Source: an optimization exercise on an open RTL-to-GDS flow (aim: small area and a short achievable clock period). Production flows keep margins and buffers that such runs may drop.
In this exercise RTL edits were held to simulation tests only and were not proved equivalent to the original.
Power figures rest on the tool's default switching activity, not on a simulated workload.

[run.sh]
#!/bin/bash
# synth_recipe.tcl (not shown) runs the flow's synth.tcl, then flattens the netlist and writes it again
# the make line also repeats each setting of config.mk as NAME=value (left out here)
make -C /OpenROAD-flow-scripts/flow DESIGN_CONFIG=/design/flow/config.mk WORK_HOME=/design/flow/orfs CLKGATE_MAP_FILE= SYNTH_SCRIPT=/design/flow/synth_recipe.tcl finish
[config.mk]
export PLATFORM = sky130hd
export DESIGN_NAME = rx_payload_q
export DESIGN_NICKNAME = rx_payload_q
export VERILOG_FILES = /design/flow/design.v
export SDC_FILE = /design/flow/constraint.sdc
export NUM_CORES = 4
export LEC_CHECK = 0
export CAP_MARGIN = 20
export CORE_MARGIN = 2
export CORE_UTILIZATION = 40
export SLEW_MARGIN = 20
[constraint.sdc]
create_clock -name core_clock -period 5.0 [get_ports {clk}]
set_input_delay 1.0000 -clock core_clock [delete_from_list [all_inputs] [get_ports {clk}]]
set_output_delay 1.0000 -clock core_clock [all_outputs]
set_load 0.01 [all_outputs]
[design.v]
`timescale 1ns/100ps
`default_nettype none
package rx_q_cfg_pkg;
    localparam int FLOW_CNT = 4;
    localparam int FLOW_ID_W = 2;
    localparam int RING_DEPTH = 8;
    localparam int RING_IDX_W = 3;
    localparam int ENTRY_W = 32;
endpackage
`default_nettype wire
`timescale 1ns/100ps
`default_nettype none
module flow_ring (
     input  logic                           clk
    ,input  logic                           reset
    ,input  logic                           push
    ,input  logic [rx_q_cfg_pkg::ENTRY_W-1:0]   push_data
    ,output logic                           full
    ,input  logic                           pop
    ,output logic [rx_q_cfg_pkg::ENTRY_W-1:0]   head_data
    ,output logic                           empty
);
    localparam int RING_DEPTH = rx_q_cfg_pkg::RING_DEPTH;
    localparam int RING_IDX_W = rx_q_cfg_pkg::RING_IDX_W;
    localparam int ENTRY_W    = rx_q_cfg_pkg::ENTRY_W;
    logic [ENTRY_W-1:0]     entries [RING_DEPTH];
    logic [RING_IDX_W:0]    head_ptr;
    logic [RING_IDX_W:0]    tail_ptr;
    logic [RING_IDX_W-1:0]  head_idx;
    logic [RING_IDX_W-1:0]  tail_idx;
    logic                   head_wrap;
    logic                   tail_wrap;
    assign head_idx  = head_ptr[RING_IDX_W-1:0];
    assign tail_idx  = tail_ptr[RING_IDX_W-1:0];
    assign head_wrap = head_ptr[RING_IDX_W];
    assign tail_wrap = tail_ptr[RING_IDX_W];
    assign full  = (head_idx == tail_idx) && (head_wrap != tail_wrap);
    assign empty = (head_ptr == tail_ptr);
    assign head_data = entries[head_idx];
    always_ff @(posedge clk) begin
        if (reset) begin
            head_ptr <= '0;
            tail_ptr <= '0;
        end
        else begin
            if (push) begin
                tail_ptr <= tail_ptr + 1'b1;
            end
            if (pop) begin
                head_ptr <= head_ptr + 1'b1;
            end
        end
    end
    always_ff @(posedge clk) begin
        if (push) begin
            entries[tail_idx] <= push_data;
        end
    end
endmodule
`default_nettype wire
`timescale 1ns/100ps
`default_nettype none
module enqueue_steer (
     input  logic                                   enq_req_val
    ,input  logic [rx_q_cfg_pkg::FLOW_ID_W-1:0]         enq_req_flowid
    ,input  logic [rx_q_cfg_pkg::ENTRY_W-1:0]           enq_req_data
    ,output logic                                   enq_req_rdy
    ,input  logic [rx_q_cfg_pkg::FLOW_CNT-1:0]      full_vec
    ,output logic [rx_q_cfg_pkg::FLOW_CNT-1:0]      push_vec
    ,output logic [rx_q_cfg_pkg::ENTRY_W-1:0]           push_data
);
    localparam int FLOW_CNT   = rx_q_cfg_pkg::FLOW_CNT;
    localparam int FLOW_ID_W  = rx_q_cfg_pkg::FLOW_ID_W;
    logic                   enq_xfer;
    assign push_data = enq_req_data;
    for (genvar i = 0; i < FLOW_CNT; i++) begin : g_ring
        assign push_vec[i] = enq_xfer && (enq_req_flowid == FLOW_ID_W'(i));
    end
    assign enq_req_rdy = ~full_vec[enq_req_flowid];
    assign enq_xfer    = enq_req_val & enq_req_rdy;
endmodule
`default_nettype wire
`timescale 1ns/100ps
`default_nettype none
module read_resp_stage (
     input  logic                                   clk
    ,input  logic                                   reset
    ,input  logic                                   rd_req_val
    ,input  logic [rx_q_cfg_pkg::FLOW_ID_W-1:0]         rd_req_flowid
    ,output logic                                   rd_req_rdy
    ,output logic                                   rd_resp_val
    ,output logic                                   rd_resp_is_empty
    ,output logic [rx_q_cfg_pkg::ENTRY_W-1:0]           rd_resp_entry
    ,input  logic                                   rd_resp_rdy
    ,input  logic [rx_q_cfg_pkg::FLOW_CNT-1:0]      empty_vec
    ,input  logic [rx_q_cfg_pkg::FLOW_CNT*rx_q_cfg_pkg::ENTRY_W-1:0] head_data_vec
    ,output logic [rx_q_cfg_pkg::FLOW_CNT-1:0]      pop_vec
);
    localparam int FLOW_CNT   = rx_q_cfg_pkg::FLOW_CNT;
    localparam int FLOW_ID_W  = rx_q_cfg_pkg::FLOW_ID_W;
    localparam int ENTRY_W    = rx_q_cfg_pkg::ENTRY_W;
    logic [ENTRY_W-1:0]     head_data_arr [FLOW_CNT];
    logic                   req_xfer;
    logic                   sel_empty;
    logic [ENTRY_W-1:0]     sel_data;
    logic                   resp_val_reg;
    logic                   resp_is_empty_reg;
    logic [ENTRY_W-1:0]     resp_entry_reg;
    for (genvar i = 0; i < FLOW_CNT; i++) begin : g_ring
        assign head_data_arr[i] = head_data_vec[i*ENTRY_W +: ENTRY_W];
        assign pop_vec[i] = req_xfer && (rd_req_flowid == FLOW_ID_W'(i))
                            && !empty_vec[i];
    end
    assign rd_req_rdy = ~resp_val_reg | rd_resp_rdy;
    assign req_xfer   = rd_req_val & rd_req_rdy;
    assign sel_empty = empty_vec[rd_req_flowid];
    assign sel_data  = head_data_arr[rd_req_flowid];
    always_ff @(posedge clk) begin
        if (reset) begin
            resp_val_reg <= 1'b0;
        end
        else if (req_xfer) begin
            resp_val_reg <= 1'b1;
        end
        else if (rd_resp_rdy) begin
            resp_val_reg <= 1'b0;
        end
    end
    always_ff @(posedge clk) begin
        if (req_xfer) begin
            resp_is_empty_reg <= sel_empty;
            resp_entry_reg    <= sel_empty ? '0 : sel_data;
        end
    end
    assign rd_resp_val      = resp_val_reg;
    assign rd_resp_is_empty = resp_is_empty_reg;
    assign rd_resp_entry    = resp_entry_reg;
endmodule
`default_nettype wire
`timescale 1ns/100ps
`default_nettype none
module rx_payload_q (
     input  logic                           clk
    ,input  logic                           reset
    ,input  logic                           enq_req_val
    ,input  logic [rx_q_cfg_pkg::FLOW_ID_W-1:0] enq_req_flowid
    ,input  logic [rx_q_cfg_pkg::ENTRY_W-1:0]   enq_req_data
    ,output logic                           enq_req_rdy
    ,input  logic                           rd_req_val
    ,input  logic [rx_q_cfg_pkg::FLOW_ID_W-1:0] rd_req_flowid
    ,output logic                           rd_req_rdy
    ,output logic                           rd_resp_val
    ,output logic                           rd_resp_is_empty
    ,output logic [rx_q_cfg_pkg::ENTRY_W-1:0]   rd_resp_entry
    ,input  logic                           rd_resp_rdy
);
    localparam int FLOW_CNT   = rx_q_cfg_pkg::FLOW_CNT;
    localparam int ENTRY_W    = rx_q_cfg_pkg::ENTRY_W;
    logic [FLOW_CNT-1:0]            push_vec;
    logic [ENTRY_W-1:0]             push_data;
    logic [FLOW_CNT-1:0]            full_vec;
    logic [FLOW_CNT-1:0]            pop_vec;
    logic [FLOW_CNT-1:0]            empty_vec;
    logic [FLOW_CNT*ENTRY_W-1:0]    head_data_vec;
    enqueue_steer u_enqueue_steer (
         .enq_req_val       (enq_req_val        )
        ,.enq_req_flowid    (enq_req_flowid     )
        ,.enq_req_data      (enq_req_data       )
        ,.enq_req_rdy       (enq_req_rdy        )
        ,.full_vec          (full_vec           )
        ,.push_vec          (push_vec           )
        ,.push_data         (push_data          )
    );
    for (genvar i = 0; i < FLOW_CNT; i++) begin : g_flow
        flow_ring u_flow_ring (
             .clk           (clk                )
            ,.reset         (reset              )
            ,.push          (push_vec[i]        )
            ,.push_data     (push_data          )
            ,.full          (full_vec[i]        )
            ,.pop           (pop_vec[i]         )
            ,.head_data     (head_data_vec[i*ENTRY_W +: ENTRY_W])
            ,.empty         (empty_vec[i]       )
        );
    end
    read_resp_stage u_read_resp_stage (
         .clk               (clk                )
        ,.reset             (reset              )
        ,.rd_req_val        (rd_req_val         )
        ,.rd_req_flowid     (rd_req_flowid      )
        ,.rd_req_rdy        (rd_req_rdy         )
        ,.rd_resp_val       (rd_resp_val        )
        ,.rd_resp_is_empty  (rd_resp_is_empty   )
        ,.rd_resp_entry     (rd_resp_entry      )
        ,.rd_resp_rdy       (rd_resp_rdy        )
        ,.empty_vec         (empty_vec          )
        ,.head_data_vec     (head_data_vec      )
        ,.pop_vec           (pop_vec            )
    );
endmodule
`default_nettype wire
==> results of run 1 <==
==> per-layer routing <==
layer	share of wire (%)	wire, um	up-vias	global-route usage, %
met5	0	0	-	0
met4	3.1	2950	0	5.71
met3	5.0	4840	155	2.95
met2	50	48600	566	30.4
met1	42	40100	10500	24.1
li1	-	-	8463	-
==> through the flow <==
stage	cell area (sq um)	hold slack [ps]	power [mW]	cells
after global routing	48400	570	19.0	3576
after global placement	45100	524	11.0	3377
after CTS	48400	543	18.6	3576
final	48400	539	18.5	3576
after detailed placement	45100	528	11.0	3377
after floorplan	42100	497	10.6	1936
==> kinds of logic (layout without fill, tap and decap cells) <==
logic type | Yosys count | count (layout) | synth area share, %
AOI/OAI and AO/OA | 193 | 193 | 3.51
xor gates and xnor gates | 36 | 36 | 0.748
adders and majority gates | 8 | 8 | 0.238
buffers and inverters | 114 | 363 | 1.35
DFF | 1102 | 1102 | 77.5
muxes | 317 | 317 | 14.6
and+or+nand+nor | 166 | 166 | 2.10
==> power breakdown <==
group	total (mW)	switching (mW)	internal [mW]	leakage, nW
combinational	0.547	0.356	0.191	3.01
clock	7.69	3.38	4.31	1.66
sequential	10.2	0.0429	10.2	9.93
total	18.5	3.78	14.7	14.6
==> critical path, cell delays in order (launching register included) <==
cell and delay, ps:
dfxtp_1 530, xor2_1 200, or4_1 590, mux4_2 480, clkdlybuf4s50_1 510
==> cell usage in the layout (no fill, tap or decap), types with 6 or more instances in the layout <==
cell / Yosys / layout
a211oi_2: 17 / 17
a21oi_1: 62 / 62
a21oi_2: 8 / 8
a221o_1: 10 / 10
a22o_1: 32 / 32
a22oi_1: 20 / 20
a32oi_1: 22 / 22
and3_1: 22 / 21
buf_12: 0 / 9
buf_2: 32 / 10
buf_4: 14 / 73
clkbuf_1: 52 / 26
clkbuf_16: 0 / 111
clkdlybuf4s50_1: 0 / 66
clkinv_1: 0 / 23
clkinv_2: 0 / 20
dfxtp_1: 45 / 36
dfxtp_4: 0 / 8
edfxtp_1: 1057 / 1057
ha_1: 8 / 8
mux2i_1: 79 / 79
mux4_2: 238 / 238
nand2_1: 24 / 24
nand2b_1: 13 / 13
nand3_1: 7 / 7
nand4_1: 6 / 6
nor2_1: 53 / 33
nor2_4: 0 / 19
nor3_2: 0 / 8
o21a_1: 10 / 10
xnor2_1: 24 / 24
xor2_1: 12 / 12
==> final cells by class <==
| cell class | instances | area share, % |
|---|---|---|
| multi-input cells | 720 | 18.9 |
| repair buffers | 158 | 2.97 |
| well taps | 1391 | 3.60 |
| clock inverters | 56 | 0.858 |
| flip-flops and latches | 1102 | 67.5 |
| clock buffers | 143 | 6.10 |
| inverters | 6 | 0.0465 |
==> cells in the mapped netlist (6+ instances only) <==
master / n / area (sq um)
edfxtp_1: 1057 / 31700
mux4_2: 238 / 5360
mux2i_1: 79 / 791
a21oi_1: 62 / 310
nor2_1: 53 / 199
clkbuf_1: 52 / 195
dfxtp_1: 45 / 901
a22o_1: 32 / 280
buf_2: 32 / 160
nand2_1: 24 / 90.1
xnor2_1: 24 / 210
a32oi_1: 22 / 193
and3_1: 22 / 138
a22oi_1: 20 / 150
a211oi_2: 17 / 213
buf_4: 14 / 105
nand2b_1: 13 / 81.3
nor3_1: 12 / 60.1
xor2_1: 12 / 105
a221o_1: 10 / 100
o21a_1: 10 / 75.1
a21oi_2: 8 / 70.1
ha_1: 8 / 100
nand3_1: 7 / 35.0
buf_6: 6 / 67.6
inv_1: 6 / 22.5
nand4_1: 6 / 37.5
nor3b_1: 6 / 45.0
==> worst paths after layout <==
path | startpoint | endpoint | slack (ps) | cells past startpoint
worst max-delay path | g_flow[0].u_flow_ring.tail_ptr[1] | enq_req_rdy | 1020 | 4
worst min-delay path | g_flow[0].u_flow_ring.head_ptr[3] | g_flow[0].u_flow_ring.head_ptr[3] | 540 | 2
worst max register to register | g_flow[3].u_flow_ring.tail_ptr[0] | g_flow[3].u_flow_ring.entries[1][12] | 1940 | 5
worst min register to register | g_flow[0].u_flow_ring.head_ptr[3] | g_flow[0].u_flow_ring.head_ptr[3] | 540 | 2
==> qor.txt, run 1 <==
==================================================================================================
Outcome ............................................................................. complete, no violations
Die Ht ..............................................................................       329 um
Number of synthesized register bits .................................................         1102
Util after Layout ...................................................................        46.2%
Final-report hold violation count ...................................................            0
Final routed wire length divided by cell count ......................................      27.0 um
Max frequency .......................................................................      251 MHz
Fraction of the cycle the final worst path needs ....................................        79.7%
Most instantiated flip-flop cell in the synthesis netlist ...........................     edfxtp_1
Die ar. ............................................................................. 108000 sq um
Post-DR vias/cell ...................................................................         5.50
Count of antenna-violating nets left after detailed routing .........................            0
Number of buffers on the longest clock path .........................................            3
Tightest Hold Check Type ............................................................      reg2reg
Floorplan die width .................................................................       329 um
Ys Warns ............................................................................            3
Worst setup margin ..................................................................      1020 ps
Clock tree from TritonCTS ...........................................................          yes
Time the final worst path needs with I/O delays and setup ...........................      3980 ps
First-pass GRT wire length ..........................................................       141 mm
Final setup TNS .....................................................................         0 ps
TritonCTS buffer count ..............................................................          110
Worst slew slack as a fraction of its limit .........................................        28.5%
Setup skew after layout .............................................................      28.5 ps
Final setup violation count .........................................................            0
Wire length reported by the detailed router .........................................      96.5 mm
Standby leakage power ...............................................................      14.6 nW
Measured slew at the worst slew-check pin ...........................................      1070 ps
Maximum level of the CTS H-tree .....................................................            3
DP HPWL .............................................................................      58.4 mm
Register cell area after layout .....................................................  32700 sq um
Number of filler instances in the final layout ......................................         8686
Post-CTS Setup Repair Bufs ..........................................................            0
Number of max-cap violations ........................................................            0
Share of the yosys chip area belonging to registers .................................        77.5%
Critical Path End Type ..............................................................   output pin
Number of enable flip-flop cells after synthesis ....................................         1057
Final estimated routing congestion in global placement ..............................        0.795
Area taken by multi-input logic gates ...............................................   9150 sq um
Critical path data required time ....................................................      4000 ps
Proportion of synthesized flip-flops having asynchronous set or reset ...............           0%
# rows ..............................................................................          119
Syn Std Cell Area ...................................................................  42100 sq um
Crit path DAT .......................................................................      2980 ps
Layout cells sized above 1 ..........................................................        25.7%
Count of antenna diodes in the layout ...............................................            0
Power density over the cells ........................................................  381 nW/um^2
Number of antenna violations at the first check in global routing ...................            1
Number of global-route vias before repair ...........................................        20700
Iter 0 DRT Violations ...............................................................         1782
Syn Inst Count ......................................................................         1936
Setup slack after placement .........................................................       897 ps
Sort of element at the start of the critical path ...................................    flip-flop
Total routing resource utilization after global routing .............................        18.1%
Clock root buffer ...................................................................    clkbuf_16
Clock transition time at the flip-flop clock pins of the worst setup and hold paths .        60 ps
Post-synthesis to final-layout area growth ..........................................        14.8%
Net count of the finished layout ....................................................         2147
Count of unique library cells instantiated by Yosys .................................           49
Count of hold-fix buffers inserted at cts ...........................................            0
Worst IR drop on VDD ................................................................       253 uV
RSZ-0062 raised after global routing ................................................           no
Total DRC errors in the routed layout ...............................................            0
Global-route congestion overflow total ..............................................            0
Startpoint-to-endpoint class of the critical path ...................................      reg2out
Number of top-level design ports ....................................................           77
Clk latency of the worst-skew pair ..................................................       690 ps
Pin count of the biggest net entering global routing ................................           65
Average footprint of a synthesized cell .............................................   21.8 sq um
Number of buffers added on ports ....................................................           76
Largest register FFs ................................................................         1024
Post-synth net total ................................................................         1985
Largest fanout on the critical path .................................................            9
Post_cts resized ....................................................................            0
Slew Limit Fails ....................................................................            0
Sink count of the clock tree ........................................................         1102
1st-pass router iterations ..........................................................            5
Overall via count from detail_route .................................................        19700
Area of the core .................................................................... 105000 sq um
Initial core utilization ............................................................        40.2%
==================================================================================================
==> run 2: changes to the inputs <==
--- a/design.v
+++ b/design.v
@@ -24,36 +24,56 @@
     localparam int RING_IDX_W = rx_q_cfg_pkg::RING_IDX_W;
     localparam int ENTRY_W    = rx_q_cfg_pkg::ENTRY_W;
     logic [ENTRY_W-1:0]     entries [RING_DEPTH];
-    logic [RING_IDX_W:0]    head_ptr;
-    logic [RING_IDX_W:0]    tail_ptr;
-    logic [RING_IDX_W-1:0]  head_idx;
-    logic [RING_IDX_W-1:0]  tail_idx;
-    logic                   head_wrap;
-    logic                   tail_wrap;
-    assign head_idx  = head_ptr[RING_IDX_W-1:0];
-    assign tail_idx  = tail_ptr[RING_IDX_W-1:0];
-    assign head_wrap = head_ptr[RING_IDX_W];
-    assign tail_wrap = tail_ptr[RING_IDX_W];
-    assign full  = (head_idx == tail_idx) && (head_wrap != tail_wrap);
-    assign empty = (head_ptr == tail_ptr);
-    assign head_data = entries[head_idx];
+    logic [RING_DEPTH-1:0]  head_oh;
+    logic [RING_DEPTH-1:0]  tail_oh;
+    logic                   full_reg;
+    logic                   empty_reg;
+    logic [RING_DEPTH-1:0]  head_oh_nxt;
+    logic [RING_DEPTH-1:0]  tail_oh_nxt;
+    assign head_oh_nxt = {head_oh[RING_DEPTH-2:0], head_oh[RING_DEPTH-1]};
+    assign tail_oh_nxt = {tail_oh[RING_DEPTH-2:0], tail_oh[RING_DEPTH-1]};
+    assign full  = full_reg;
+    assign empty = empty_reg;
     always_ff @(posedge clk) begin
         if (reset) begin
-            head_ptr <= '0;
-            tail_ptr <= '0;
+            head_oh   <= RING_DEPTH'(1);
+            tail_oh   <= RING_DEPTH'(1);
+            full_reg  <= 1'b0;
+            empty_reg <= 1'b1;
         end
         else begin
             if (push) begin
-                tail_ptr <= tail_ptr + 1'b1;
+                tail_oh <= tail_oh_nxt;
             end
             if (pop) begin
-                head_ptr <= head_ptr + 1'b1;
-            end
-        end
-    end
-    always_ff @(posedge clk) begin
-        if (push) begin
-            entries[tail_idx] <= push_data;
+                head_oh <= head_oh_nxt;
+            end
+            if (pop) begin
+                full_reg <= 1'b0;
+            end
+            else if (push) begin
+                full_reg <= |(tail_oh_nxt & head_oh);
+            end
+            if (push) begin
+                empty_reg <= 1'b0;
+            end
+            else if (pop) begin
+                empty_reg <= |(head_oh_nxt & tail_oh);
+            end
+        end
+    end
+    always_ff @(posedge clk) begin
+        for (int e = 0; e < RING_DEPTH; e++) begin
+            if (!full_reg && tail_oh[e]) begin
+                entries[e] <= push_data;
+            end
+        end
+    end
+    always_comb begin
+        head_data = '0;
+        for (int e = 0; e < RING_DEPTH; e++) begin
+            head_data = head_data
+                      | (entries[e] & {ENTRY_W{!empty_reg && head_oh[e]}});
         end
     end
 endmodule
@@ -71,13 +91,12 @@
 );
     localparam int FLOW_CNT   = rx_q_cfg_pkg::FLOW_CNT;
     localparam int FLOW_ID_W  = rx_q_cfg_pkg::FLOW_ID_W;
-    logic                   enq_xfer;
     assign push_data = enq_req_data;
     for (genvar i = 0; i < FLOW_CNT; i++) begin : g_ring
-        assign push_vec[i] = enq_xfer && (enq_req_flowid == FLOW_ID_W'(i));
+        assign push_vec[i] = enq_req_val && !full_vec[i]
+                             && (enq_req_flowid == FLOW_ID_W'(i));
     end
     assign enq_req_rdy = ~full_vec[enq_req_flowid];
-    assign enq_xfer    = enq_req_val & enq_req_rdy;
 endmodule
 `default_nettype wire
 `timescale 1ns/100ps
@@ -99,7 +118,6 @@
     localparam int FLOW_CNT   = rx_q_cfg_pkg::FLOW_CNT;
     localparam int FLOW_ID_W  = rx_q_cfg_pkg::FLOW_ID_W;
     localparam int ENTRY_W    = rx_q_cfg_pkg::ENTRY_W;
-    logic [ENTRY_W-1:0]     head_data_arr [FLOW_CNT];
     logic                   req_xfer;
     logic                   sel_empty;
     logic [ENTRY_W-1:0]     sel_data;
@@ -107,14 +125,20 @@
     logic                   resp_is_empty_reg;
     logic [ENTRY_W-1:0]     resp_entry_reg;
     for (genvar i = 0; i < FLOW_CNT; i++) begin : g_ring
-        assign head_data_arr[i] = head_data_vec[i*ENTRY_W +: ENTRY_W];
         assign pop_vec[i] = req_xfer && (rd_req_flowid == FLOW_ID_W'(i))
                             && !empty_vec[i];
     end
     assign rd_req_rdy = ~resp_val_reg | rd_resp_rdy;
     assign req_xfer   = rd_req_val & rd_req_rdy;
     assign sel_empty = empty_vec[rd_req_flowid];
-    assign sel_data  = head_data_arr[rd_req_flowid];
+    always_comb begin
+        sel_data = '0;
+        for (int i = 0; i < FLOW_CNT; i++) begin
+            sel_data = sel_data
+                     | (head_data_vec[i*ENTRY_W +: ENTRY_W]
+                        & {ENTRY_W{rd_req_flowid == FLOW_ID_W'(i)}});
+        end
+    end
     always_ff @(posedge clk) begin
         if (reset) begin
             resp_val_reg <= 1'b0;
@@ -127,9 +151,9 @@
         end
     end
     always_ff @(posedge clk) begin
-        if (req_xfer) begin
+        if (rd_req_rdy) begin
             resp_is_empty_reg <= sel_empty;
-            resp_entry_reg    <= sel_empty ? '0 : sel_data;
+            resp_entry_reg    <= sel_data;
         end
     end
     assign rd_resp_val      = resp_val_reg;
==> flow/run.sh (new file) <==
#!/bin/bash
# Standard layout, with port buffers of a plain buffer cell instead of the
# delay-buffer cell buffer_ports picks on its own. Make's output goes to
# flow_make.log in the work folder; ORFS's per-step logs stay under orfs/logs.
set -euo pipefail
export BUFFER_PORTS_ARGS="-buffer_cell sky130_fd_sc_hd__buf_2"
bash standard.sh finish > flow_make.log 2>&1
==> standard.sh (new file) <==
#!/bin/bash
# synth_recipe.tcl (not shown) runs the flow's synth.tcl, then flattens the netlist and writes it again
# the make line also repeats each setting of config.mk as NAME=value (left out here)
make -C /OpenROAD-flow-scripts/flow DESIGN_CONFIG=/design/flow/config.mk WORK_HOME=/design/flow/orfs CLKGATE_MAP_FILE= SYNTH_SCRIPT=/design/flow/synth_recipe.tcl "${@:-finish}"
--- a/config.mk
+++ b/config.mk
@@ -7,5 +7,9 @@
 export LEC_CHECK = 0
 export CAP_MARGIN = 20
 export CORE_MARGIN = 2
-export CORE_UTILIZATION = 40
+export CORE_UTILIZATION = 60
+export CTS_BUF_LIST = sky130_fd_sc_hd__clkbuf_16
+export CTS_CLUSTER_DIAMETER = 100
+export CTS_CLUSTER_SIZE = 30
+export SETUP_SLACK_MARGIN = 2.5
 export SLEW_MARGIN = 20
removed: run.sh
==> run 2 against run 1 <==
Maximum frequency is 52% higher; critical path type is now in2out; non-clock buffer count stayed put; hold slack worse by 26 ps; global-route usage is 15 points higher; sequential cell count grew 28; first-iteration DRC count up 83%; sequential power about the same.
==> qor.txt, run 2 <==
==================================================================================================
Average footprint of a synthesized cell .............................................   18.2 sq um   -17%
Net count of the finished layout ....................................................         2324   +8.2%
Number of antenna violations at the first check in global routing ...................            3   +2
Worst IR drop on VDD ................................................................       317 uV   +25%
Instance area at placement ..........................................................  42400 sq um   -6.0%
Setup skew after layout .............................................................      24.0 ps   -4.55 ps
Leading cell types by total area after synthesis .................................... edfxtp_1, a22oi_1, dfxtp_1
Wire length reported by the detailed router .........................................       114 mm   +18%
Layout cells sized above 1 ..........................................................        11.6%   -14 points
Ys Warns ............................................................................            3   unchanged
Die Ht ..............................................................................       265 um   -19%
Syn Inst Count ......................................................................         2243   +16%
Cell count after placement ..........................................................         3102   -8.1%
Initial core utilization ............................................................        60.6%   +20 points
TritonCTS buffer count ..............................................................           43   -61%
Sum of buffers and inverters on the critical path ...................................            2   +1
Largest register FFs ................................................................         1024   unchanged
Final-report hold violation count ...................................................            0   unchanged
Iter 0 DRT Violations ...............................................................         3262   +83%
Area taken by multi-input logic gates ...............................................   7140 sq um   -22%
Top reg by flops .................................................................... g_flow.u_flow_ring.entries
Max frequency .......................................................................      382 MHz   +52%
Post-DR vias/cell ...................................................................         7.26   +32%
Tightest Hold Check Type ............................................................      reg2reg
Util after Layout ...................................................................        65.1%   +19 points
Floorplan die width .................................................................       265 um   -19%
Crit path DAT .......................................................................      1620 ps   -1360 ps
Measured slew at the worst slew-check pin ...........................................      1230 ps   +159 ps
Count of unique library cells instantiated by Yosys .................................           37   -24%
Pin count of the biggest net entering global routing ................................           74   +14%
Logic depth of the worst register-to-register path ..................................            4   -1
Worst path depth ....................................................................            4   unchanged
Commonest non-fill, non-tap cell in the layout ......................................     edfxtp_1
RSZ-0062 raised after global routing ................................................          yes
Final estimated routing congestion in global placement ..............................        0.793   -0.19%
Crit Reg-Reg Endpoint ............................................................... u_read_resp_stage.resp_entry_reg[5]
Number of filler instances in the final layout ......................................         4597   -47%
Area share of the largest cell type after synthesis .................................        77.9%   +2.6 points
First-pass GRT wire length ..........................................................       160 mm   +13%
Number of global-route vias before repair ...........................................        21800   +5.6%
Hold path cells .....................................................................            2   unchanged
Number of top-level design ports ....................................................           77   unchanged
Worst setup slack for register-to-register paths ....................................      2490 ps   +550 ps
Worst slew slack as a fraction of its limit .........................................        17.9%   -11 points
Multiplexer share of the synthesized area ...........................................       0.943%   -14 points
Share of the yosys chip area belonging to registers .................................        81.5%   +4.1 points
Sort of element at the start of the critical path ...................................   input port
Clk latency of the worst-skew pair ..................................................       650 ps   -40 ps
Largest fanout on the critical path .................................................            4   -5
Combinational family with the most area after synthesis ............................. compound AO/OA/AOI/OAI gates
Most instantiated flip-flop cell in the synthesis netlist ...........................     edfxtp_1
Maximum level of the CTS H-tree .....................................................            2   -1
Clock tree from TritonCTS ...........................................................          yes
# rows ..............................................................................           95   -20%
Post-synthesis cell type with the largest combined area .............................     edfxtp_1
Clock transition time at the flip-flop clock pins of the worst setup and hold paths .       120 ps   +60 ps
Global-route congestion overflow total ..............................................            0   unchanged
Overall via count from detail_route .................................................        23000   +17%
Number of buffers on the longest clock path .........................................            3   unchanged
1st-pass router iterations ..........................................................            5   unchanged
Critical Path End Type ..............................................................   output pin
Complex-gate fraction of the synthesized area .......................................        13.3%   +9.8 points
Number of buffers added on ports ....................................................           76   unchanged
Final instance area .................................................................  43700 sq um   -9.7%
Final setup violation count .........................................................            0   unchanged
Syn Std Cell Area ...................................................................  40700 sq um   -3.4%
Worst path slowest cell .............................................................       mux2_4
Register cell area after layout .....................................................  33200 sq um   +1.7%
Area of the core ....................................................................  67200 sq um   -36%
Outcome ............................................................................. complete, no violations
Launching point of the worst reg2reg path ........................................... g_flow[3].u_flow_ring.head_oh[6]
Post-synth net total ................................................................         2284   +15%
Fraction of the cycle the final worst path needs ....................................        52.4%   -27 points
Sink count of the clock tree ........................................................         1130   +2.5%
Number of max-cap violations ........................................................            0   unchanged
Critical path data required time ....................................................      4000 ps   about the same
Synth Area in XOR/XNOR ..............................................................           0%   -0.75 points
Cell chain of the critical path ..................................................... buf_8 > mux2_4 > o21ai_2 > buf_2
Count of antenna-violating nets left after detailed routing .........................            0   unchanged
Number of synthesized register bits .................................................         1130   +2.5%
Proportion of synthesized flip-flops having asynchronous set or reset ...............           0%   unchanged
Synthesized-area fraction occupied by adder cells ...................................           0%   -0.24 points
Biggest cell delay along the critical path ..........................................       290 ps   -300 ps
Crit. Startpoint .................................................................... enq_req_flowid[0]
Non-filler instance count after layout ..............................................         3168   -11%
Slew Limit Fails ....................................................................            0   unchanged
Most instantiated library cell after synthesis ......................................     edfxtp_1
Startpoint-to-endpoint class of the critical path ...................................       in2out
Synth Area in Simple Gates ..........................................................        2.57%   +0.48 points
Clock root buffer ...................................................................    clkbuf_16
DP HPWL .............................................................................      60.5 mm   +3.6%
Final routed wire length divided by cell count ......................................      36.0 um   +34%
Post-synthesis to final-layout area growth ..........................................        7.30%
Number of enable flip-flop cells after synthesis ....................................         1057   unchanged
Total routing resource utilization after global routing .............................        32.7%   +15 points
Final setup TNS .....................................................................         0 ps   unchanged
Highest-count cells in the layout ignoring fill and taps ............................ edfxtp_1, a22oi_1, a41oi_1
Time the final worst path needs with I/O delays and setup ...........................      2620 ps   -1360 ps
Die ar. .............................................................................  70000 sq um   -35%
Standby leakage power ...............................................................      13.5 nW   -7.6%
Largest delay share family, worst path .............................................. multiplexers
Power density over the cells ........................................................  351 nW/um^2   -8.1%
Post-synth top cells ................................................................ edfxtp_1, a22oi_1, clkbuf_1
Crit path capture ...................................................................  enq_req_rdy
Count of hold-fix buffers inserted at cts ...........................................            0   unchanged
Total DRC errors in the routed layout ...............................................            0   unchanged
==================================================================================================
run 2: cell count changes after synthesis, moves of 35 or more:
| cell | previous run | this run |
|---|---|---|
| a22oi_1 | 20 | 480 |
| mux4_2 | 238 | 1 |
| clkbuf_1 | 52 | 153 |
| a41oi_1 | 3 | 96 |
| mux2i_1 | 79 | 35 |
| a21oi_1 | 62 | 27 |
run 2: layer usage:
metal | wire length, um | up-vias | part of all wire, % | GRT usage (%)
met4 | 3380 | 2 | 3.0 | 9.90
met3 | 11600 | 190 | 10 | 5.36
li1 | - | 9427 | - | -
met2 | 53900 | 1308 | 47 | 51.8
met1 | 45300 | 12100 | 40 | 47.5
met5 | 13 | - | 0.011 | 0
run 2: per-stage QoR:
step,setup slack [ps],hold WS (ps),power (mW)
after floorplan,2490,465,10.9
after global placement,1900,490,11.2
after detailed placement,1860,499,11.2
after CTS,2360,520,15.4
after global routing,2360,532,15.7
final,2380,513,15.3
run 2: kinds of logic (layout without fill, tap and decap cells):
| group | after synthesis | in the layout |
|---|---|---|
| other | 0 | 2 |
| DFF | 1130 | 1130 |
| muxes | 37 | 37 |
| and+or+nand+nor | 196 | 196 |
| buffers and inverters | 170 | 220 |
| AOI/OAI and AO/OA | 710 | 710 |
run 2: layout make-up:
cell class                 instances  share of cell area (%)
timing repair buffer             158                    2.36
clock inverter                    11                   0.146
sequential                      1130                    76.1
clock buffer                      44                    2.52
antenna                            2                  0.0115
inverter                           7                  0.0601
multi-input combinational        943                    16.3
tap                              873                    2.50
run 2: worst min path at each step:
stage | endpoint | startpoint | slack (ps)
3_3_place_gp | g_flow[2].u_flow_ring.tail_oh[6] | g_flow[2].u_flow_ring.tail_oh[5] | 490
2_1_floorplan | g_flow[3].u_flow_ring.empty_reg | g_flow[3].u_flow_ring.empty_reg | 470
6_report | g_flow[2].u_flow_ring.tail_oh[6] | g_flow[2].u_flow_ring.tail_oh[5] | 510
4_1_cts | g_flow[2].u_flow_ring.tail_oh[6] | g_flow[2].u_flow_ring.tail_oh[5] | 520
5_1_grt | g_flow[2].u_flow_ring.tail_oh[6] | g_flow[2].u_flow_ring.tail_oh[5] | 530
3_5_place_dp | g_flow[3].u_flow_ring.empty_reg | g_flow[3].u_flow_ring.empty_reg | 500
run 2: power breakdown:
| part | internal [mW] | switching [mW] |
|---|---|---|
| Clock | 1.61 | 2.70 |
| Sequential | 10.5 | 0.0582 |
| Combinational | 0.129 | 0.329 |
run 2: what timing repair did:
action,in CTS,in global routing
endpoints found under the setup margin,14,9
pin swaps,2,2
resized for setup,22,6
setup buffers,8,1
run 2: worst register-to-register path, cell delays in order (launching register included):
cell,delay [ps]
dfxtp_1,1150
buf_4,490
a22oi_1,150
a41oi_1,430
or4_1,180
==> run 3: changes to the inputs <==
--- a/config.mk
+++ b/config.mk
@@ -11,5 +11,5 @@
 export CTS_BUF_LIST = sky130_fd_sc_hd__clkbuf_16
 export CTS_CLUSTER_DIAMETER = 100
 export CTS_CLUSTER_SIZE = 30
-export SETUP_SLACK_MARGIN = 2.5
+export SETUP_SLACK_MARGIN = 2.8
 export SLEW_MARGIN = 20
==> run 3 against run 2 <==
Synthesized cell count unchanged; die area unchanged; total power increased by 0.14%; register-to-register slack improved by 370 ps; maximum frequency decreased by 2.1%; setup slack got worse by 57 ps; cell area increased by 0.85%; utilization increased by 0.55 points; global-route usage decreased by 0.86 points; synthesized area unchanged; cell count increased by 0.19%; first-iteration DRC count increased by 9.3%.
==> qor.txt, run 3 <==
==================================================================================================
Initial core utilization ............................................................        60.6%   unchanged
Clock transition time at the flip-flop clock pins of the worst setup and hold paths .       120 ps   about the same
Number of synthesized register bits .................................................         1130   unchanged
Critical path data required time ....................................................      4000 ps   about the same
Standby leakage power ...............................................................      13.6 nW   +0.68%
Worst IR drop on VDD ................................................................       399 uV   +26%
Most instantiated library cell after synthesis ......................................     edfxtp_1
Slew Limit Fails ....................................................................            0   unchanged
Power density over the cells ........................................................  348 nW/um^2   -0.71%
Number of top-level design ports ....................................................           77   unchanged
Largest delay share family, worst path .............................................. multiplexers
Crit path DAT .......................................................................      1680 ps   +60 ps
Share of the yosys chip area belonging to registers .................................        81.5%   unchanged
Pin count of the biggest net entering global routing ................................           74   unchanged
Total DRC errors in the routed layout ...............................................            0   unchanged
Post-synth top cells ................................................................ edfxtp_1, a22oi_1, clkbuf_1
Startpoint-to-endpoint class of the critical path ...................................       in2out
Net count of the finished layout ....................................................         2325   +0.043%
First-pass GRT wire length ..........................................................       157 mm   -1.9%
Die ar. .............................................................................  70000 sq um   unchanged
Floorplan die width .................................................................       265 um   unchanged
Largest register FFs ................................................................         1024   unchanged
Post-synth net total ................................................................         2284   unchanged
Global route hottest layer ..........................................................         met2
Die Ht ..............................................................................       265 um   unchanged
Sort of element at the start of the critical path ...................................   input port
Outcome ............................................................................. complete, no violations
Ys Warns ............................................................................            3   unchanged
Average footprint of a synthesized cell .............................................   18.2 sq um   unchanged
RSZ-0062 raised after global routing ................................................          yes
Post-synthesis cell type with the largest combined area .............................     edfxtp_1
Final routed wire length divided by cell count ......................................      35.2 um   -2.3%
Number of antenna violations at the first check in global routing ...................            5   +2
Number of max-cap violations ........................................................            0   unchanged
Clk latency of the worst-skew pair ..................................................       640 ps   about the same
Layout cells sized above 1 ..........................................................        13.3%   +1.7 points
Critical Path End Type ..............................................................   output pin
Post-layout total power .............................................................      15.3 mW   +0.14%
Syn Inst Count ......................................................................         2243   unchanged
Met3 track utilization from global routing ..........................................        4.98%   -0.38 points
Cell chain of the critical path ..................................................... buf_8 > mux2_4 > o21ai_4 > buf_6
Number of enable flip-flop cells after synthesis ....................................         1057   unchanged
Tightest Hold Check Type ............................................................      reg2reg
Iter 0 DRT Violations ...............................................................         3565   +9.3%
GRT met2 Usage ......................................................................        49.6%   -2.2 points
Number of buffers added on ports ....................................................           76   unchanged
Final setup TNS .....................................................................         0 ps   unchanged
Area of the core ....................................................................  67200 sq um   unchanged
Global-route congestion overflow total ..............................................            0   unchanged
Sum of buffers and inverters on the critical path ...................................            2   unchanged
Area share of the largest cell type after synthesis .................................        77.9%   unchanged
Proportion of synthesized flip-flops having asynchronous set or reset ...............           0%   unchanged
Final-report hold violation count ...................................................            0   unchanged
Commonest non-fill, non-tap cell in the layout ......................................     edfxtp_1
Count of hold-fix buffers inserted at cts ...........................................            0   unchanged
Largest fanout on the critical path .................................................            4   unchanged
Setup skew after layout .............................................................      19.1 ps   -4.88 ps
Highest-count cells in the layout ignoring fill and taps ............................ edfxtp_1, a22oi_1, a41oi_1
Leading cell types by total area after synthesis .................................... edfxtp_1, a22oi_1, dfxtp_1
Time the final worst path needs with I/O delays and setup ...........................      2680 ps   +57.2 ps
Number of global-route vias before repair ...........................................        21700   -0.85%
Max frequency .......................................................................      373 MHz   -2.1%
Fraction of the cycle the final worst path needs ....................................        53.6%   +1.1 points
Sink count of the clock tree ........................................................         1130   unchanged
Post-synthesis to final-layout area growth ..........................................        8.21%
1st-pass router iterations ..........................................................            6   +1
Count of antenna-violating nets left after detailed routing .........................            0   unchanged
Biggest cell delay along the critical path ..........................................       300 ps   about the same
# rows ..............................................................................           95   unchanged
Number of buffers on the longest clock path .........................................            3   unchanged
Measured slew at the worst slew-check pin ...........................................      1170 ps   -65.0 ps
Overall via count from detail_route .................................................        23000   -0.15%
Most instantiated flip-flop cell in the synthesis netlist ...........................     edfxtp_1
TritonCTS buffer count ..............................................................           43   unchanged
Final estimated routing congestion in global placement ..............................        0.788   -0.67%
Non-filler instance count after layout ..............................................         3174   +0.19%
Maximum level of the CTS H-tree .....................................................            2   unchanged
Clock tree from TritonCTS ...........................................................          yes
Worst path slowest cell .............................................................       mux2_4
Cell count after placement ..........................................................         3093   -0.29%
Final setup violation count .........................................................            0   unchanged
Post-DR vias/cell ...................................................................         7.23   -0.34%
Count of antenna diodes in the layout ...............................................            0   -2
Total routing resource utilization after global routing .............................        31.8%   -0.86 points
Wire length reported by the detailed router .........................................       112 mm   -2.1%
Top reg by flops .................................................................... g_flow.u_flow_ring.entries
Met1 Resource Use GR ................................................................        47.8%   +0.35 points
DP HPWL .............................................................................      56.7 mm   -6.3%
Count of unique library cells instantiated by Yosys .................................           37   unchanged
Syn Std Cell Area ...................................................................  40700 sq um   unchanged
Clock root buffer ...................................................................    clkbuf_16
Worst slew slack as a fraction of its limit .........................................        22.2%   +4.3 points
==================================================================================================
## run 3: cell counts after synthesis
No cell type changed its count.
## run 3: path summary, 6_finish.rpt
check                              startpoint                                  end  slack, ps  cells past startpoint
max                         enq_req_flowid[0]                          enq_req_rdy       2320                      4
min          g_flow[0].u_flow_ring.tail_oh[4]     g_flow[0].u_flow_ring.tail_oh[5]        520                      2
max reg2reg  g_flow[0].u_flow_ring.head_oh[3]  u_read_resp_stage.resp_entry_reg[6]       2860                      4
min reg2reg  g_flow[0].u_flow_ring.tail_oh[4]     g_flow[0].u_flow_ring.tail_oh[5]        520                      2
## run 3: cell families (layout without fill, tap and decap cells)
| logic type | after synthesis | after routing | synth area share, % |
|---|---|---|---|
| AO/OA/AOI/OAI | 710 | 710 | 13.3 |
| AND/OR/NAND/NOR | 196 | 199 | 2.57 |
| multiplexers | 37 | 37 | 0.943 |
| buffers and inverters | 170 | 225 | 1.62 |
| flip-flops | 1130 | 1130 | 81.5 |
## run 3: worst min-delay path: cells and delay by family, from the launching register on
kind	cells	cell delay (ps)
flops	1	360
simple gates	1	70
compound gates	1	50
## run 3: final cells by class
cell class,count,area (sq um)
fillers,4540,23100
clock buffers,44,1100
flip-flops and latches,1130,33300
clock inverters,18,92.6
multi-input cells,946,7350
inverters,7,26.3
well taps,873,1090
repair buffers,156,1140
## run 3: layer usage
metal	up-vias	part of all wire, %
met5	-	0.0072
met4	2	2.5
li1	9431	-
met1	12100	41
met3	151	9.5
met2	1285	47
## run 3: power breakdown
group / internal, mW / leakage (nW) / switching (mW)
combinational: 0.138 / 2.56 / 0.336
sequential: 10.5 / 10.4 / 0.0636
clock: 1.62 / 0.629 / 2.69
## run 3: stage by stage
stage	setup WS (ps)	area [sq um]	hold slack (ps)	utilization [%]
floorplan	2510	41100	465	-
global placement	1770	42500	487	63.3
detailed placement	1700	42500	493	63.3
CTS	2310	44000	513	65.5
global route	2320	44100	526	65.6
finish	2320	44100	517	65.6
## run 3: repair_timing
action	CTS	global route
resized for setup	42	10
cloned	3	0
endpoints found under the setup margin	127	77
pin swaps	3	0
buffers inserted	13	3
==> run 4: changes to the inputs <==
--- a/design.v
+++ b/design.v
@@ -24,7 +24,9 @@
     localparam int RING_IDX_W = rx_q_cfg_pkg::RING_IDX_W;
     localparam int ENTRY_W    = rx_q_cfg_pkg::ENTRY_W;
     logic [ENTRY_W-1:0]     entries [RING_DEPTH];
+    localparam int JC_W       = RING_DEPTH / 2;
     logic [RING_DEPTH-1:0]  head_oh;
+    logic [JC_W-1:0]        tail_jc;
     logic [RING_DEPTH-1:0]  tail_oh;
     logic                   full_reg;
     logic                   empty_reg;
@@ -32,18 +34,28 @@
     logic [RING_DEPTH-1:0]  tail_oh_nxt;
     assign head_oh_nxt = {head_oh[RING_DEPTH-2:0], head_oh[RING_DEPTH-1]};
     assign tail_oh_nxt = {tail_oh[RING_DEPTH-2:0], tail_oh[RING_DEPTH-1]};
+    for (genvar k = 0; k < JC_W; k++) begin : g_tail_dec
+        if (k == 0) begin : g_first
+            assign tail_oh[k]        = ~tail_jc[JC_W-1] & ~tail_jc[0];
+            assign tail_oh[k + JC_W] =  tail_jc[JC_W-1] &  tail_jc[0];
+        end
+        else begin : g_rest
+            assign tail_oh[k]        =  tail_jc[k-1] & ~tail_jc[k];
+            assign tail_oh[k + JC_W] = ~tail_jc[k-1] &  tail_jc[k];
+        end
+    end
     assign full  = full_reg;
     assign empty = empty_reg;
     always_ff @(posedge clk) begin
         if (reset) begin
             head_oh   <= RING_DEPTH'(1);
-            tail_oh   <= RING_DEPTH'(1);
+            tail_jc   <= '0;
             full_reg  <= 1'b0;
             empty_reg <= 1'b1;
         end
         else begin
             if (push) begin
-                tail_oh <= tail_oh_nxt;
+                tail_jc <= {tail_jc[JC_W-2:0], ~tail_jc[JC_W-1]};
             end
             if (pop) begin
                 head_oh <= head_oh_nxt;
==> run 4 against run 3 <==
Still clean on timing, DRC and antenna; combinational power about the same; maximum frequency decreased by 2.1%; setup slack got worse by 56 ps; cell area decreased by 0.62%; sequential power about the same; critical endpoint unchanged.
==> qor.txt, run 4 <==
==================================================================================================
Area taken by multi-input logic gates ...............................................   7230 sq um   -1.7%
Non-filler instance count after layout ..............................................         3171   -0.095%
Largest delay share family, worst path .............................................. multiplexers
Cell chain of the critical path ..................................................... buf_8 > mux4_2 > inv_2 > buf_6
Total routing resource utilization after global routing .............................        36.9%   +5.0 points
Count of antenna-violating nets left after detailed routing .........................            0   unchanged
Post-DR vias/cell ...................................................................         7.61   +5.3%
Net count of the finished layout ....................................................         2322   -0.13%
Average footprint of a synthesized cell .............................................   18.1 sq um   -0.46%
Setup skew after layout .............................................................      19.3 ps   +0.215 ps
Worst setup slack for register-to-register paths ....................................      2850 ps   about the same
Tightest Hold Check Type ............................................................      reg2reg
Total DRC errors in the routed layout ...............................................            0   unchanged
Sum of buffers and inverters on the critical path ...................................            3   +1
Proportion of synthesized flip-flops having asynchronous set or reset ...............           0%   unchanged
Final estimated routing congestion in global placement ..............................        0.810   +2.8%
Number of max-cap violations ........................................................            0   unchanged
Final setup violation count .........................................................            0   unchanged
Max frequency .......................................................................      366 MHz   -2.1%
Time the final worst path needs with I/O delays and setup ...........................      2730 ps   +56.2 ps
Layout cells sized above 1 ..........................................................        13.6%   +0.23 points
Post-synth top cells ................................................................ edfxtp_1, a22oi_1, clkbuf_1
Syn Std Cell Area ...................................................................  40400 sq um   -0.73%
Number of synthesized register bits .................................................         1114   -1.4%
Critical path data required time ....................................................      4000 ps   about the same
Most instantiated library cell after synthesis ......................................     edfxtp_1
Global-route congestion overflow total ..............................................            0   unchanged
Floorplan die width .................................................................       264 um   -0.36%
Largest register FFs ................................................................         1024   unchanged
Worst setup margin ..................................................................      2270 ps   -56.2 ps
Highest-count cells in the layout ignoring fill and taps ............................ edfxtp_1, a22oi_1, a41oi_1
Iter 0 DRT Violations ...............................................................         4116   +15%
Startpoint-to-endpoint class of the critical path ...................................       in2out
Slew Limit Fails ....................................................................            0   unchanged
Worst Hold Margin ...................................................................       518 ps   +0.752 ps
Number of enable flip-flop cells after synthesis ....................................         1057   unchanged
Register cell area after layout .....................................................  32900 sq um   -0.95%
TritonCTS buffer count ..............................................................           43   unchanged
Standby leakage power ...............................................................      13.4 nW   -1.5%
Biggest cell delay along the critical path ..........................................       490 ps   +190 ps
RSZ-0062 raised after global routing ................................................          yes
Worst IR drop on VDD ................................................................       400 uV   +0.23%
Pin count of the biggest net entering global routing ................................           51   -31%
Number of antenna violations at the first check in global routing ...................           20   +15
First-pass GRT wire length ..........................................................       175 mm   +11%
Outcome ............................................................................. complete, no violations
DP HPWL .............................................................................      63.5 mm   +12%
Critical Path End Type ..............................................................   output pin
Wire length reported by the detailed router .........................................       128 mm   +15%
Clk latency of the worst-skew pair ..................................................       640 ps   about the same
Share of the yosys chip area belonging to registers .................................        81.3%   -0.19 points
Number of filler instances in the final layout ......................................         4557   +0.37%
Clock transition time at the flip-flop clock pins of the worst setup and hold paths .       100 ps   -20 ps
Cell count after placement ..........................................................         3087   -0.19%
Power density over the cells ........................................................  348 nW/um^2   about the same
Overall via count from detail_route .................................................        24100   +5.2%
Initial core utilization ............................................................        60.4%   -0.23 points
Number of global-route vias before repair ...........................................        22600   +4.5%
Clock tree from TritonCTS ...........................................................          yes
Largest fanout on the critical path .................................................            2   -2
Final routed wire length divided by cell count ......................................      40.5 um   +15%
Count of unique library cells instantiated by Yosys .................................           46   +24%
Die Ht ..............................................................................       264 um   -0.36%
Setup slack after placement .........................................................      1630 ps   -73.9 ps
Commonest non-fill, non-tap cell in the layout ......................................     edfxtp_1
Die ar. .............................................................................  69500 sq um   -0.72%
# rows ..............................................................................           95   unchanged
Post-synth net total ................................................................         2278   -0.26%
Area share of the largest cell type after synthesis .................................        78.5%   +0.57 points
Util after Layout ...................................................................        65.4%   -0.18 points
Final-report hold violation count ...................................................            0   unchanged
Clock root buffer ...................................................................    clkbuf_16
1st-pass router iterations ..........................................................            6   unchanged
Number of top-level design ports ....................................................           77   unchanged
Maximum level of the CTS H-tree .....................................................            2   unchanged
Leading cell types by total area after synthesis .................................... edfxtp_1, a22oi_1, dfxtp_1
Fraction of the cycle the final worst path needs ....................................        54.7%   +1.1 points
Area of the core ....................................................................  66900 sq um   -0.35%
Syn Inst Count ......................................................................         2237   -0.27%
Worst path slowest cell .............................................................       mux4_2
Post-synthesis to final-layout area growth ..........................................        8.33%
Number of buffers added on ports ....................................................           76   unchanged
Worst slew slack as a fraction of its limit .........................................        41.4%   +19 points
Most instantiated flip-flop cell in the synthesis netlist ...........................     edfxtp_1
Sink count of the clock tree ........................................................         1114   -1.4%
Number of buffers on the longest clock path .........................................            3   unchanged
Post-synthesis cell type with the largest combined area .............................     edfxtp_1
Measured slew at the worst slew-check pin ...........................................       879 ps   -287 ps
Final setup TNS .....................................................................         0 ps   unchanged
Ys Warns ............................................................................            3   unchanged
Sort of element at the start of the critical path ...................................   input port
Crit path DAT .......................................................................      1730 ps   +50 ps
==================================================================================================
-- run 4: cell count changes after synthesis, moves of 16 or more --
cell / change
a221oi_1: -19
a22o_1: -32
a22oi_1: +33
a31oi_1: -31
a41oi_1: +33
dfxtp_1: -16
nand2_1: -17
nor2b_1: -29
nor3_1: +16
-- run 4: repair_timing --
item,4_1_cts,5_1_grt
gates cloned,2,0
setup endpoints to repair,229,136
resized for setup,41,12
buffers inserted,19,1
hold buffers,0,0
pin swaps,7,0
-- run 4: layer usage --
layer,global-route usage [%],share of wire [%]
met5,1.39,0.078
met3,10.9,15
met4,11.8,3.6
met2,53.5,44
met1,54.3,37
-- run 4: report_power, final --
part           total, mW  switching, mW  internal [mW]
Combinational      0.477          0.352          0.125
Clock               4.31           2.66           1.65
Sequential          10.4         0.0750           10.4
Total               15.2           3.09           12.1
-- run 4: area by class of cell --
| cell class | instances | share of cell area (%) |
|---|---|---|
| inverter | 21 | 0.180 |
| clock buffer | 45 | 2.57 |
| tap | 873 | 2.49 |
| multi-input combinational | 929 | 16.5 |
| timing repair buffer | 172 | 2.85 |
| antenna | 7 | 0.0400 |
| sequential | 1114 | 75.2 |
| clock inverter | 10 | 0.134 |
-- run 4: final timing paths --
kind,start,to,cells past startpoint
setup / recovery,enq_req_flowid[0],enq_req_rdy,4
hold / removal,g_flow[2].u_flow_ring.head_oh[7],g_flow[2].u_flow_ring.head_oh[7],2
setup reg to reg,g_flow[3].u_flow_ring.tail_jc[1],g_flow[3].u_flow_ring.entries[5][24],3
hold reg to reg,g_flow[2].u_flow_ring.head_oh[7],g_flow[2].u_flow_ring.head_oh[7],2
-- run 4: per-stage QoR --
step / total power [mW] / area [sq um]
global route: 15.6 / 43800
floorplan: 10.8 / 40900
CTS: 15.2 / 43700
finish: 15.2 / 43800
global placement: 11.1 / 42200
detailed placement: 11.1 / 42200
-- run 4: logic make-up (layout without fill, tap and decap cells) --
group	count (synthesis)	count (layout)	share of synthesized area, %
other	0	7	0
AND/OR/NAND/NOR	189	191	2.53
AO/OA/AOI/OAI	706	706	13.4
multiplexers	32	32	0.854
flip-flops	1114	1114	81.3
buffers and inverters	196	248	1.90
-- run 4: worst reg2reg max path, stage by stage, from the launching register on --
cell and delay [ps]:
dfxtp_1 770, inv_1 310, nor3_4 180, buf_6 460
==> run 5: changes to the inputs <==
--- a/config.mk
+++ b/config.mk
@@ -7,9 +7,9 @@
 export LEC_CHECK = 0
 export CAP_MARGIN = 20
 export CORE_MARGIN = 2
-export CORE_UTILIZATION = 60
+export CORE_UTILIZATION = 65
 export CTS_BUF_LIST = sky130_fd_sc_hd__clkbuf_16
 export CTS_CLUSTER_DIAMETER = 100
 export CTS_CLUSTER_SIZE = 30
-export SETUP_SLACK_MARGIN = 2.8
+export SETUP_SLACK_MARGIN = 3.0
 export SLEW_MARGIN = 20
==> run 5 against run 4 <==
Largest power group unchanged; clock skew about the same; maximum frequency down 0.44%; first-iteration DRC count down 1.5%; global-route usage up 2.1 points; critical path depth unchanged; cell count down 0.47%; sequential share of layout area down 0.69 points; synthesized area unchanged; synthesized cell count unchanged; routed wire length down 3.8%; register-to-register slack better by 120 ps; non-clock buffer count up 15.
==> qor.txt, run 5 <==
==================================================================================================
Net count of the finished layout ....................................................         2338   +0.69%
Number of buffers on the longest clock path .........................................            3   unchanged
Number of buffers added on ports ....................................................           76   unchanged
Pin count of the biggest net entering global routing ................................           51   unchanged
Outcome ............................................................................. complete, no violations
Global-route congestion overflow total ..............................................            0   unchanged
Hold path cells .....................................................................            2   unchanged
Global route hottest layer ..........................................................         met1
Slew Limit Fails ....................................................................            0   unchanged
Area of the core ....................................................................  61600 sq um   -8.0%
Fraction of power spent switching nets ..............................................        20.1%   -0.15 points
Clock transition time at the flip-flop clock pins of the worst setup and hold paths .       110 ps   about the same
Most instantiated flip-flop cell in the synthesis netlist ...........................     edfxtp_1
Reg power frac ......................................................................        68.6%   about the same
Critical Path End Type ..............................................................   output pin
Number of max-cap violations ........................................................            0   unchanged
Commonest non-fill, non-tap cell in the layout ......................................     edfxtp_1
Final-report hold violation count ...................................................            0   unchanged
Critical path data required time ....................................................      4000 ps   about the same
First-pass GRT wire length ..........................................................       170 mm   -2.8%
Number of antenna violations at the first check in global routing ...................           19   -5.0%
Post-synthesis cell type with the largest combined area .............................     edfxtp_1
Measured slew at the worst slew-check pin ...........................................       848 ps   -31.3 ps
Max frequency .......................................................................      364 MHz   -0.44%
Post-DR vias/cell ...................................................................         7.64   +0.33%
Count of hold-fix buffers inserted at cts ...........................................            0   unchanged
RSZ-0062 raised after global routing ................................................          yes
Sink count of the clock tree ........................................................         1114   unchanged
1st-pass router iterations ..........................................................            6   unchanged
Worst IR drop on VDD ................................................................       427 uV   +6.8%
Number of global-route vias before repair ...........................................        22500   -0.49%
DP HPWL .............................................................................      62.7 mm   -1.3%
Instance area at placement ..........................................................  42200 sq um   about the same
Post-layout total power .............................................................      15.2 mW   -0.16%
Crit path DAT .......................................................................      1750 ps   +20 ps
Cell chain of the critical path ..................................................... buf_6 > mux4_2 > inv_2 > buf_6
Logic depth of the worst register-to-register path ..................................            2   -1
Number of top-level design ports ....................................................           77   unchanged
Count of antenna-violating nets left after detailed routing .........................            0   unchanged
GRT met2 Usage ......................................................................        57.5%   +4.0 points
Die ar. .............................................................................  64200 sq um   -7.6%
TritonCTS buffer count ..............................................................           43   unchanged
Setup skew after layout .............................................................      19.6 ps   +0.297 ps
Worst setup margin ..................................................................      2250 ps   -12.2 ps
Final estimated routing congestion in global placement ..............................        0.810   about the same
Worst slew slack as a fraction of its limit .........................................        43.5%   +2.1 points
Iter 0 DRT Violations ...............................................................         4054   -1.5%
Total DRC errors in the routed layout ...............................................            0   unchanged
Total routing resource utilization after global routing .............................        39.0%   +2.1 points
Clk latency of the worst-skew pair ..................................................       640 ps   about the same
Largest fanout on the critical path .................................................            6   +4
Cell with the most instances on the worst path ......................................        buf_6
Proportion of synthesized flip-flops having asynchronous set or reset ...............           0%   unchanged
Clock power share ...................................................................        28.2%   about the same
Final routed wire length divided by cell count ......................................      39.1 um   -3.4%
Initial core utilization ............................................................        65.6%   +5.2 points
Start point of the worst min-delay path ............................................. g_flow[3].u_flow_ring.empty_reg
Met1 Resource Use GR ................................................................        57.6%   +3.3 points
Count of unique library cells instantiated by Yosys .................................           46   unchanged
Overall via count from detail_route .................................................        24100   -0.14%
# rows ..............................................................................           91   -4.2%
Number of synthesized register bits .................................................         1114   unchanged
Leading cell types by total area after synthesis .................................... edfxtp_1, a22oi_1, dfxtp_1
Sort of element at the start of the critical path ...................................   input port
Number of filler instances in the final layout ......................................         3770   -17%
Sum of buffers and inverters on the critical path ...................................            3   unchanged
Biggest cell delay along the critical path ..........................................       500 ps   about the same
Worst path slowest cell .............................................................       mux4_2
Syn Std Cell Area ...................................................................  40400 sq um   unchanged
Layout cells sized above 1 ..........................................................        14.5%   +0.96 points
Crit Reg-Reg Endpoint ............................................................... g_flow[2].u_flow_ring.entries[6][17]
Part of the total power dissipated in combinational logic ...........................         3.1%   about the same
Area share of the largest cell type after synthesis .................................        78.5%   unchanged
Most instantiated library cell after synthesis ......................................     edfxtp_1
Power density over the cells ........................................................  344 nW/um^2   -1.2%
Met3 track utilization from global routing ..........................................        10.3%   -0.57 points
Psw .................................................................................      3.06 mW   -0.88%
Time the final worst path needs with I/O delays and setup ...........................      2750 ps   +12.2 ps
Clock root buffer ...................................................................    clkbuf_16
Die Ht ..............................................................................       253 um   -3.9%
Ys Warns ............................................................................            3   unchanged
Standby leakage power ...............................................................      13.6 nW   +1.5%
Setup slack after placement .........................................................      1720 ps   +93.8 ps
P_int ...............................................................................      12.1 mW   about the same
Wire length reported by the detailed router .........................................       123 mm   -3.8%
Launching point of the worst reg2reg path ........................................... g_flow[2].u_flow_ring.tail_jc[2]
Final instance area .................................................................  44200 sq um   +1.0%
Maximum level of the CTS H-tree .....................................................            2   unchanged
Number of enable flip-flop cells after synthesis ....................................         1057   unchanged
Post-synth net total ................................................................         2278   unchanged
Syn Inst Count ......................................................................         2237   unchanged
Worst setup slack for register-to-register paths ....................................      2970 ps   +120 ps
Post-synthesis to final-layout area growth ..........................................        9.43%
Tightest Hold Check Type ............................................................      reg2reg
Highest-count cells in the layout ignoring fill and taps ............................ edfxtp_1, a22oi_1, a41oi_1
Floorplan die width .................................................................       253 um   -3.9%
Clock tree from TritonCTS ...........................................................          yes
Largest delay share family, worst path .............................................. multiplexers
Final setup TNS .....................................................................         0 ps   unchanged
Share of the yosys chip area belonging to registers .................................        81.3%   unchanged
Fraction of the cycle the final worst path needs ....................................        54.9%   +0.24 points
Final setup violation count .........................................................            0   unchanged
Post-synth top cells ................................................................ edfxtp_1, a22oi_1, clkbuf_1
Startpoint-to-endpoint class of the critical path ...................................       in2out
Largest register FFs ................................................................         1024   unchanged
Endpoint of the worst hold-timing path .............................................. g_flow[3].u_flow_ring.empty_reg
Average footprint of a synthesized cell .............................................   18.1 sq um   unchanged
==================================================================================================
-- run 5: changes by cell type in the layout (fill, tap and decap cells not counted), sizes merged --
cell      change
clkinvlp      +1
inv           +6
buf          +15
or3b          +1
clkinv        -2
-- run 5: final cells by class --
| type | count | area [sq um] | share of cell area [%] |
|---|---|---|---|
| inverter | 21 | 82.6 | 0.187 |
| antenna | 7 | 17.5 | 0.0396 |
| clock buffer | 45 | 1130 | 2.55 |
| timing repair buffer | 187 | 1660 | 3.74 |
| multi-input combinational | 930 | 7260 | 16.4 |
| tap | 837 | 1050 | 2.37 |
| sequential | 1114 | 33000 | 74.5 |
| clock inverter | 15 | 73.8 | 0.167 |
-- run 5: what timing repair did --
item	in CTS	in global routing
buffers inserted	26	7
pin swaps	11	1
gates resized for setup	72	43
hold endpoints to repair	0	0
setup endpoints to repair	512	442
gates cloned	3	0
-- run 5: power by group through the flow --
| stage | clock [mW] | sequential (mW) | combinational (mW) |
|---|---|---|---|
| 4_1_cts | 4.30 | 10.4 | 0.457 |
| 2_1_floorplan | 0 | 10.6 | 0.178 |
| 5_1_grt | 4.57 | 10.5 | 0.500 |
| 6_report | 4.29 | 10.4 | 0.475 |
| 3_5_place_dp | 0 | 10.7 | 0.438 |
| 3_3_place_gp | 0 | 10.7 | 0.425 |
-- run 5: worst min-delay path, delay by kind of cell (launching register included) --
| family | cells | cell delay [ps] |
|---|---|---|
| flops | 1 | 380 |
| compound gates | 2 | 140 |
-- run 5: cells by family (layout without fill, tap and decap cells) --
group           count (synthesis)  in the layout  synth area share, %
compound gates                706            706                 13.4
buf+inv                       196            268                 1.90
flops                        1114           1114                 81.3
mux                            32             32                0.854
other cells                     0              7                    0
simple gates                  189            192                 2.53
-- run 5: routing by layer --
layer	wire, um	vias to the layer above
li1	-	9466
met1	45100	12400
met2	55000	2000
met3	18700	273
met4	4470	12
met5	70	-
-- run 5: stage by stage --
stage                     cells  hold slack (ps)  utilization [%]
after global placement     3050              479             68.5
after floorplan            2237              443                -
after global routing       3152              568             71.8
after detailed placement   3053              510             68.6
after CTS                  3142              543             71.4
final                      3156              547             71.8
-- run 5: worst max-delay path by stage --
stage	from	end	slack (ps)	cells past startpoint
2_1_floorplan	enq_req_flowid[0]	enq_req_rdy	2440	2
3_3_place_gp	rd_req_flowid[0]	u_read_resp_stage.resp_entry_reg[12]	1780	5
3_5_place_dp	rd_req_flowid[0]	u_read_resp_stage.resp_entry_reg[8]	1720	5
4_1_cts	g_flow[3].u_flow_ring.full_reg	enq_req_rdy	2250	4
5_1_grt	g_flow[3].u_flow_ring.full_reg	enq_req_rdy	2240	4
6_report	enq_req_flowid[0]	enq_req_rdy	2250	4

separate check: timing with driven ports:
How much do the figures lean on ideal ports? The routed layouts below were timed once more, with nothing changed but the port constraints. Step 1 (the two cells are an assumption about what drives the block):
set clk [get_ports {clk}]
set_driving_cell -lib_cell sky130_fd_sc_hd__clkbuf_16 $clk
set_driving_cell -lib_cell sky130_fd_sc_hd__buf_2 [delete_from_list [all_inputs] $clk]
Step 2 also shifts input and output timing later by t, the mid clock arrival at the registers, as if the neighbouring blocks saw the same clock. Three values: ideal, step 1, step 2; two values: the first two.
| run | t (ns) | slack for setup (ns) | worst setup path at the end | slew at the worst register clock pin (ns) |
|---|---|---|---|---|
| run 1 | 0.741 | 1.017 / 0.949 / 0.959 | input to register | 0.07 / 0.07 |
| run 2 | 0.709 | 2.379 / 2.339 / 1.937 | input to register | 0.12 / 0.12 |
| run 3 | 0.690 | 2.322 / 2.280 / 2.164 | input to register | 0.12 / 0.12 |
| run 4 | 0.695 | 2.266 / 2.204 / 2.039 | input to register | 0.12 / 0.12 |
| run 5 | 0.700 | 2.253 / 2.195 / 2.212 | input to output | 0.11 / 0.11 |
After both steps setup and hold are still met in every run listed. For run 2, which loses most, drivers alone change the setup slack by -0.040 ns; drivers and shift together by -0.442 ns.
